This is an optimization exercise on Yosys and OpenROAD, whose aim is small area, a short achievable clock period and few clock cycles, not a production implementation. At most, simulation tests tie the RTL to the original design; equivalence was not proved. Power and IR drop assume default switching activity.

## ps2_keyboard_to_hid_report
module ps2_keyboard_to_hid_report #(
   parameter int KEY_MAP_BITS = ps2kb_pkg::KEY_MAP_BITS_DEF,
   parameter int REPORT_SLOTS = ps2kb_pkg::REPORT_SLOTS_DEF
) (
   input  wire logic                          clock,
   input  wire logic                          reset,
   input  wire logic                          req_tvalid,
   output logic                               req_tready,
   input  wire logic                          req_tuser,   
   input  wire logic [7:0]                    req_tdata,   
   output logic                               rsp_tvalid,
   input  wire logic                          rsp_tready,
   output logic [ps2kb_pkg::RSP_DATA_W-1:0]   rsp_tdata,
   input  wire logic                          csr_valid,
   output logic                               csr_ready,
   input  wire logic [9:0]                    csr_data     
);
clock: 8.0 ns
lec_check: 0
abc_clock_period_in_ps: 2500
cap_margin: 20
core_margin: 2
core_utilization: 40
cts_buf_list: sky130_fd_sc_hd__clkbuf_8
cts_cluster_size: 30
place_density: 0.6
setup_slack_margin: 5.0
slew_margin: 20
run.sh (not shown) runs the stock make flow with config.mk's settings and CLKGATE_MAP_FILE= SYNTH_SCRIPT=/design/flow/synth_recipe.tcl, a recipe that flattens the netlist after the stock synthesis.
==> next run, changes <==
--- a/flow/config.mk
+++ b/flow/config.mk
@@ -7,3 +7,2 @@
 export LEC_CHECK = 0
-export ABC_CLOCK_PERIOD_IN_PS = 2500
 export CAP_MARGIN = 20
After rerunning:
- non-clock buffer count does not change
- routed wire length is unchanged
- maximum frequency does not change
- cell count is unchanged
- total power does not change
==> next run, changes <==
--- a/flow/config.mk
+++ b/flow/config.mk
@@ -7,8 +7,7 @@
 export LEC_CHECK = 0
+export ABC_CLOCK_PERIOD_IN_PS = 2500
 export CAP_MARGIN = 20
 export CORE_MARGIN = 2
-export CORE_UTILIZATION = 40
-export CTS_BUF_LIST = sky130_fd_sc_hd__clkbuf_8
-export CTS_CLUSTER_SIZE = 30
-export PLACE_DENSITY = 0.6
+export CORE_UTILIZATION = 60
+export PLACE_DENSITY = 0.75
 export SETUP_SLACK_MARGIN = 5.0
Result: First-iteration DRC count came out lower by 0.98%; worst setup slack gets worse by 0.023 ns; area after synthesis stays the same; clock-buffer cell count fell by 12; routed wire length fell by 2.5%.
==> next run, changes <==
--- a/flow/config.mk
+++ b/flow/config.mk
@@ -10,4 +10,4 @@
 export CORE_MARGIN = 2
-export CORE_UTILIZATION = 60
-export PLACE_DENSITY = 0.75
+export CORE_UTILIZATION = 40
+export PLACE_DENSITY = 0.6
 export SETUP_SLACK_MARGIN = 5.0
Effect: The new run went through all stages and came out clean. Wire length grows by about 2%. Power grows by 1.8%. Register-to-register slack gains 0.09 ns. Clock skew grows by 0.0059 ns. Final area grows by about 2%. Synthesized cell count is unchanged. Fmax grows by 2.8%. Die area grows by about 50%. Setup slack gains 0.083 ns. Sequential share of layout area shrinks by 0.78 points.
No functional check of the RTL was part of any run of this note.

* * *

Setup of maple:
ps2_keyboard_to_hid_report, a different RTL version from the one above (not shown whole).
Size in the first run: about 1300 cells after synthesis, ~91 I/O pins.
export LEC_CHECK = 0
export CAP_MARGIN = 20
export CORE_MARGIN = 2
export CORE_UTILIZATION = 40
export PLACE_DENSITY = 0.6
export SLEW_MARGIN = 20
export BUFFER_PORTS_ARGS = -buffer_cell sky130_fd_sc_hd__buf_2
export SETUP_SLACK_MARGIN = 5.3
create_clock -name core_clock -period 8.0 [get_ports {clock}]
standard.sh (not shown) runs the stock make flow with config.mk's settings and CLKGATE_MAP_FILE= SYNTH_SCRIPT=/design/flow/synth_recipe.tcl, a recipe that flattens the netlist after the stock synthesis.
==> flow/flow/run.sh <==
#!/bin/bash
set -euo pipefail
printf '\nexport BUFFER_PORTS_ARGS = -buffer_cell sky130_fd_sc_hd__buf_2\nexport SETUP_SLACK_MARGIN = 5.3\n' >> config.mk
bash standard.sh > standard.log 2>&1
The inputs of yarrow differ from those of maple as listed below.
- a change of SETUP_SLACK_MARGIN from 5.3 to 5.0
==> flow/flow/run.sh <==
#!/bin/bash
# The standard layout (the standard.sh, all steps), with one change to how it is made:
# the buffers that placement puts on every input and output port are buf_2 cells instead of
# the cell buffer_ports picks by default (a slow clkdlybuf4s50_1).
set -euo pipefail
printf '\nexport BUFFER_PORTS_ARGS = -buffer_cell sky130_fd_sc_hd__buf_2\n' >> config.mk
bash standard.sh > standard.log 2>&1
Results
- Cell count: yarrow lower than maple
- maple has a higher detailed-route wire length per cell than yarrow.
- Compared with maple, yarrow shows a lower total global-route track usage.
- yarrow ended up with slot_ff[35] as its capture point of the worst path; maple ended up with slot_ff[11].
- yarrow ended with more clock network area share than maple.
Function was not checked in any run of this note: the RTL went through the layout flow alone.

* * *

job 3274:
Another version of the RTL of ps2_keyboard_to_hid_report (not shown whole).
Size: ~1400 cells after synthesis, about 14000 um2 of cells after synthesis.
clock: 8.0 ns
lec_check: 0
cap_margin: 20
core_margin: 2
core_utilization: 40
place_density: 0.6
setup_slack_margin: 5.0
slew_margin: 20
run.sh (not shown) runs the stock make flow with config.mk's settings and CLKGATE_MAP_FILE= SYNTH_SCRIPT=/design/flow/synth_recipe.tcl, a recipe that flattens the netlist after the stock synthesis.
Stock flow here: none of the scripts above is used.
Job 3274: no failed stages, no open violations at the end
Setup changes, job 3274 to job 5144
- changing CAP_MARGIN from 20 to 5
- changing SLEW_MARGIN from 20 to 5
### Flow results
Between job 5144 and job 3274, the register-to-register slack does not differ in any meaningful way. In terms of area of the die, job 3274 and job 5144 differ only marginally. Share of cells above drive strength 1: job 5144 vs job 3274 identical. Combinational cell fraction of total power of job 3274 is on par with job 5144. Reported for job 5144 and job 3274, count of flip-flops with a built-in enable after synthesis turned out identical to the last digit. Status: clock slew at the register clock pins of the worst setup and hold paths parity (job 3274, job 5144). Comparing job 5144 against job 3274, there is no change at all in first-iteration DRC count. Diff job 3274 -> job 5144: sum of internal, switching and leakage power stayed essentially flat, fmax stayed essentially flat. Per the comparison of job 5144 with job 3274, worst hold slack closely matched the old numbers, accumulated negative setup slack now sits at about the same level.
No run of this note included a check of the RTL's function; only the layout flow was run.

* * *

run C:
Another version of the RTL of ps2_keyboard_to_hid_report (not shown whole).
Size: roughly 1300 cells after synthesis, ~220 flip-flops, about 91 I/O pins.
clock: 8.0 ns
lec_check: 0
cap_margin: 20
core_margin: 2
core_utilization: 40
cts_buf_list: sky130_fd_sc_hd__clkbuf_4 sky130_fd_sc_hd__clkbuf_8
cts_cluster_diameter: 50
cts_cluster_size: 20
place_density: 0.6
setup_slack_margin: 5.0
slew_margin: 20
buffer_ports_args: -buffer_cell sky130_fd_sc_hd__buf_2
standard.sh (not shown) runs the stock make flow with config.mk's settings and CLKGATE_MAP_FILE= SYNTH_SCRIPT=/design/flow/synth_recipe.tcl, a recipe that flattens the netlist after the stock synthesis.
==> flow/flow/run.sh <==
#!/bin/bash
# The standard layout (the standard.sh, all steps), with one change to how it is made:
# the buffers that placement puts on every input and output port are buf_2 cells instead of
# the cell buffer_ports picks by default (a slow clkdlybuf4s50_1).
set -euo pipefail
printf '\nexport BUFFER_PORTS_ARGS = -buffer_cell sky130_fd_sc_hd__buf_2\n' >> config.mk
bash standard.sh > standard.log 2>&1
Testbench counts of run C, summed over its fixed seeds: cycles 6,924.
Input-level comparison between run A and run C:
- CTS_CLUSTER_DIAMETER no longer set, was 50
- CTS_CLUSTER_SIZE no longer set, was 20
- CTS_BUF_LIST no longer set, was sky130_fd_sc_hd__clkbuf_4 sky130_fd_sc_hd__clkbuf_8
Results
The via count reported for run A is higher than the one for run C.
Fraction of layout instances using a drive strength above 1: run C vs run A — no meaningful difference
The final reports for run A and run C show worst-case clock skew lower in the former.
Per the comparison of run A with run C, minimum clock period increased by 6.5 ps relative to the old numbers, critical path's largest stage delay essentially unchanged, routed wire length went up by about 2%, net load switching power now sits lower, final instance area grew by 1.8%.
Of run C and run A, run C shows the lower relative contribution of the clock network to total power, with run A above it.
Global-route usage (run A over run C): increase, 0.15 points
Run A consumes more power than run C does.

* * *

ps2_keyboard_to_hid_report, a different RTL version from the one above (not shown whole).
For scale: about 1300 cells after synthesis, ~220 flip-flops, about 91 I/O pins, about 13000 sq um of cells after synthesis.
export LEC_CHECK = 0
export CAP_MARGIN = 20
export CORE_MARGIN = 2
export CORE_UTILIZATION = 40
export PLACE_DENSITY = 0.6
export SETUP_SLACK_MARGIN = 5.0
export SLEW_MARGIN = 20
export BUFFER_PORTS_ARGS = -buffer_cell sky130_fd_sc_hd__buf_2
create_clock -name core_clock -period 8.0 [get_ports {clock}]
Scripts as last shown in full above: flow/flow/run.sh
The first run produced a clean layout.
Testbench counts at the start, summed over its fixed seeds: cycles 6,924.
Change:
==> flow/flow/run.sh (replaced) <==
#!/bin/bash
# The standard layout (the standard.sh, all steps), with one change to how it is made:
# the buffers that placement puts on every input and output port are buf_1 cells instead of
# the cell buffer_ports picks by default (a slow clkdlybuf4s50_1).
set -euo pipefail
printf '\nexport BUFFER_PORTS_ARGS = -buffer_cell sky130_fd_sc_hd__buf_1\n' >> config.mk
bash standard.sh > standard.log 2>&1
Settings changed: BUFFER_PORTS_ARGS -buffer_cell sky130_fd_sc_hd__buf_2 to -buffer_cell sky130_fd_sc_hd__buf_1, CTS_BUF_LIST set to sky130_fd_sc_hd__clkbuf_4 sky130_fd_sc_hd__clkbuf_8, CTS_CLUSTER_DIAMETER set to 50, CTS_CLUSTER_SIZE set to 20.
Result:
- The changed run finished with timing, DRC and antenna clean
- synthesized area does not change
- synthesized cell count stays the same
- routed wire length stays flat
- utilization decreases by 0.69 points
- cell count barely changes
- die area does not change
- worst setup slack improved by 0.0099 ns
- final area decreases by 1.5%
- power decreases by 4.3%
- fmax increases by 0.33%
- sequential cell count stays the same
Change:
==> flow/flow/run.sh (replaced) <==
#!/bin/bash
set -euo pipefail
printf '\nexport BUFFER_PORTS_ARGS = -buffer_cell sky130_fd_sc_hd__buf_2\nexport SETUP_SLACK_MARGIN = 5.15\n' >> config.mk
bash standard.sh > standard.log 2>&1
Settings changed: BUFFER_PORTS_ARGS -buffer_cell sky130_fd_sc_hd__buf_1 to -buffer_cell sky130_fd_sc_hd__buf_2, SETUP_SLACK_MARGIN 5.0 to 5.15.
Final area came out higher by 4.4%.
Sequential share of layout area came out lower by 1.7 points.
Register-to-register slack improves by 0.12 ns.
Count of clock-buffer cells in the layout came out lower by 2.
Clock skew came out lower by 0.0072 ns.
Via count came out higher by about 4%.
Global-route usage came out higher by 0.29 points.
Power came out higher by 2.2%.
Core utilization came out higher by 2.0 points.
Synthesized area is unchanged.
Wire length came out higher by 2.6%.

* * *

== birch ==
Another version of the RTL of ps2_keyboard_to_hid_report (not shown whole).
For scale: roughly 210 flip-flops, roughly 91 I/O pins.
==> flow/config.mk <==
export PLATFORM = sky130hd
export DESIGN_NAME = ps2_keyboard_to_hid_report
export DESIGN_NICKNAME = ps2_keyboard_to_hid_report
export VERILOG_FILES = /design/flow/design.v
export SDC_FILE = /design/flow/constraint.sdc
export NUM_CORES = 4
export LEC_CHECK = 0
export ABC_CLOCK_PERIOD_IN_PS = 3000
export CAP_MARGIN = 20
export CORE_MARGIN = 2
export CORE_UTILIZATION = 40
export PLACE_DENSITY = 0.6
export SETUP_SLACK_MARGIN = 4.5
export SLEW_MARGIN = 20
==> flow/constraint.sdc <==
create_clock -name core_clock -period 8.0 [get_ports {clock}]
set_input_delay 1.6000 -clock core_clock [delete_from_list [all_inputs] [get_ports {clock}]]
set_output_delay 1.6000 -clock core_clock [all_outputs]
set_load 0.01 [all_outputs]
run.sh (not shown) runs the stock make flow with config.mk's settings and CLKGATE_MAP_FILE= SYNTH_SCRIPT=/design/flow/synth_recipe.tcl, a recipe that flattens the netlist after the stock synthesis.
Stock flow here: none of the scripts above is used.
[inputs] pine vs birch
Settings: ABC_CLOCK_PERIOD_IN_PS removed (was 3000); SETUP_SLACK_MARGIN removed (was 4.5).
## What came out
Comparing pine against birch, there is no change at all in total instance count after detailed placement. Global-route wire length before repair was lower in pine than in birch. pine vs. birch: total track usage went down by 0.99 points. As far as number of buffers added to fix hold violations after cts is concerned, birch and pine perform about the same. pine vs. birch: cell count went down 64, relative area of non-clock buffer cells in the final design went down 3.4 points, setup slack after layout went down 0.90 ns.
No functional check of the RTL was part of any run of this note.

* * *

== juniper ==
ps2_keyboard_to_hid_report with an RTL version that a note above also has.
Size in the first run: roughly 1300 cells after synthesis, about 220 flip-flops, ~13000 sq um of cells after synthesis.
## ps2_keyboard_to_hid_report
module ps2_keyboard_to_hid_report #(
   parameter int KEY_MAP_BITS = ps2kb_pkg::KEY_MAP_BITS_DEF,
   parameter int REPORT_SLOTS = ps2kb_pkg::REPORT_SLOTS_DEF
) (
   input  wire logic                          clock,
   input  wire logic                          reset,
   input  wire logic                          req_tvalid,
   output logic                               req_tready,
   input  wire logic                          req_tuser,   
   input  wire logic [7:0]                    req_tdata,   
   output logic                               rsp_tvalid,
   input  wire logic                          rsp_tready,
   output logic [ps2kb_pkg::RSP_DATA_W-1:0]   rsp_tdata,
   input  wire logic                          csr_valid,
   output logic                               csr_ready,
   input  wire logic [9:0]                    csr_data     
);
Settings: LEC_CHECK=0, CAP_MARGIN=20, CORE_MARGIN=2, CORE_UTILIZATION=40, CTS_BUF_LIST=sky130_fd_sc_hd__clkbuf_8, PLACE_DENSITY=0.6, SETUP_SLACK_MARGIN=5.0, SLEW_MARGIN=20; clock period 8.0 ns.
Testbench counts of juniper, summed over its fixed seeds: cycles 6,924.
Relative to juniper, the following input files were edited for delta:
# juniper
export LEC_CHECK = 0
export CAP_MARGIN = 20
export CORE_MARGIN = 2
export CORE_UTILIZATION = 40
export CTS_BUF_LIST = sky130_fd_sc_hd__clkbuf_8
export PLACE_DENSITY = 0.6
export SETUP_SLACK_MARGIN = 5.0
export SLEW_MARGIN = 20
create_clock -name core_clock -period 8.0 [get_ports {clock}]
# delta
export LEC_CHECK = 0
export CAP_MARGIN = 20
export CORE_MARGIN = 2
export CORE_UTILIZATION = 40
export CTS_BUF_LIST = sky130_fd_sc_hd__clkbuf_8
export CTS_CLUSTER_DIAMETER = 60
export CTS_CLUSTER_SIZE = 30
export PLACE_DENSITY = 0.6
export SETUP_SLACK_MARGIN = 5.0
export SLEW_MARGIN = 20
export BUFFER_PORTS_ARGS = -buffer_cell sky130_fd_sc_hd__buf_2
create_clock -name core_clock -period 8.0 [get_ports {clock}]
==> flow/flow/run.sh (new file) <==
#!/bin/bash
# The standard layout (the standard.sh, all steps), with one change to how it is made:
# the buffers that placement puts on every input and output port are buf_2 cells instead of
# the cell buffer_ports picks by default (a slow clkdlybuf4s50_1).
set -euo pipefail
printf '\nexport BUFFER_PORTS_ARGS = -buffer_cell sky130_fd_sc_hd__buf_2\n' >> config.mk
bash standard.sh > standard.log 2>&1
==> flow/standard.sh (new file) <==
#!/bin/bash
# synth_recipe.tcl (not shown) runs the flow's synth.tcl, then flattens the netlist and writes it again
# the make line also repeats each setting of config.mk as NAME=value (left out here)
make -C /OpenROAD-flow-scripts/flow DESIGN_CONFIG=/design/flow/config.mk WORK_HOME=/design/flow/orfs CLKGATE_MAP_FILE= SYNTH_SCRIPT=/design/flow/synth_recipe.tcl "${@:-finish}"
removed: flow/run.sh
Findings:
- As far as synthesized instance count goes, delta and juniper are indistinguishable; the numbers are identical.
- Max global-route wire length before repair across delta and juniper: juniper
- Compared juniper against delta; sequential-cell power consumption within noise.
- delta has combinational group share of total power below what juniper had.
- Compared with juniper, final cell count in delta decreased by a few percent.
- The run showing the smaller worst setup slack is juniper.
- After detailed routing, juniper needs more wire than delta.
- Compared delta against juniper; final clock period utilization by the worst path within noise.
--- input diff delta..xenon ---
# delta
export LEC_CHECK = 0
export CAP_MARGIN = 20
export CORE_MARGIN = 2
export CORE_UTILIZATION = 40
export CTS_BUF_LIST = sky130_fd_sc_hd__clkbuf_8
export CTS_CLUSTER_DIAMETER = 60
export CTS_CLUSTER_SIZE = 30
export PLACE_DENSITY = 0.6
export SETUP_SLACK_MARGIN = 5.0
export SLEW_MARGIN = 20
export BUFFER_PORTS_ARGS = -buffer_cell sky130_fd_sc_hd__buf_2
create_clock -name core_clock -period 8.0 [get_ports {clock}]
# xenon
export LEC_CHECK = 0
export CAP_MARGIN = 20
export CORE_MARGIN = 2
export CORE_UTILIZATION = 40
export PLACE_DENSITY = 0.6
export SETUP_SLACK_MARGIN = 5.0
export SLEW_MARGIN = 20
create_clock -name core_clock -period 8.0 [get_ports {clock}]
==> flow/run.sh (new file) <==
#!/bin/bash
# synth_recipe.tcl (not shown) runs the flow's synth.tcl, then flattens the netlist and writes it again
# the make line also repeats each setting of config.mk as NAME=value (left out here)
make -C /OpenROAD-flow-scripts/flow DESIGN_CONFIG=/design/flow/config.mk WORK_HOME=/design/flow/orfs CLKGATE_MAP_FILE= SYNTH_SCRIPT=/design/flow/synth_recipe.tcl finish
removed: flow/flow/run.sh
removed: flow/standard.sh
[summary]
Diff xenon and delta: detailed-route wire length lower in delta. Compared with delta, xenon shows a count of clock-buffer cells in the layout that is about 28% higher. delta consumes less power than xenon. Changes observed in xenon relative to delta: clock network area share shows an increase of 0.86 points; sequential cell area in the final layout shows no meaningful change.

[re-timing with driven ports]
How much do the figures lean on ideal ports? The routed layouts below were timed once more, with nothing changed but the port constraints. Step 1 sets driving cells, clkbuf_16 on the clock port and buf_2 on the other inputs (assumed; they add their load-dependent delay and slew). Step 2 adds t to the input delays and takes it off the output delays; t is the mean of the earliest and latest rising clock arrival at the registers after step 1. Input paths then give back, and output paths get back, about the clock's delay inside the block. Slacks: no drivers / after step 1 / after step 2; pairs: no drivers / after step 1.
| run | t (ns) | setup WS [ns] | latest minus earliest clock arrival (ns) |
|---|---|---|---|
| the first run of note 1 | 0.582 | 5.012 / 5.037 / 4.459 | 0.062 / 0.062 |
| the second run of note 1 | 0.582 | 5.012 / 5.037 / 4.459 | 0.062 / 0.062 |
| the third run of note 1 | 0.568 | 4.989 / 4.989 / 4.467 | 0.027 / 0.027 |
| the fourth run of note 1 | 0.580 | 5.072 / 5.048 / 4.523 | 0.037 / 0.037 |
| maple | 0.577 | 4.720 / 4.716 / 4.138 | 0.029 / 0.029 |
| yarrow | 0.582 | 4.687 / 4.681 / 4.099 | 0.033 / 0.032 |
| job 3274 | 0.580 | 5.056 / 5.030 / 4.499 | 0.022 / 0.022 |
| job 5144 | 0.580 | 5.056 / 5.030 / 4.499 | 0.022 / 0.022 |
| run C | 0.621 | 5.031 / 5.040 / 4.439 | 0.020 / 0.020 |
| run A | 0.574 | 5.025 / 5.027 / 4.453 | 0.012 / 0.012 |
| the first run of note 5 | 0.581 | 5.008 / 5.008 / 4.626 | 0.025 / 0.025 |
| the second run of note 5 | 0.621 | 5.018 / 5.018 / 4.642 | 0.081 / 0.082 |
| the third run of note 5 | 0.623 | 5.136 / 5.105 / 4.650 | 0.067 / 0.067 |
| birch | 0.583 | 4.568 / 4.568 / 4.283 | 0.034 / 0.034 |
| pine | 0.584 | 3.673 / 3.698 / 3.114 | 0.032 / 0.032 |
| juniper | 0.587 | 5.027 / 5.009 / 4.501 | 0.045 / 0.045 |
| delta | 0.610 | 5.033 / 5.014 / 4.466 | 0.028 / 0.028 |
| xenon | 0.565 | 5.029 / 5.016 / 4.477 | 0.011 / 0.012 |
After both steps setup and hold are still met in every run listed. For run C, which loses most, drivers alone change the setup slack by +0.009 ns; drivers and shift together by -0.592 ns.
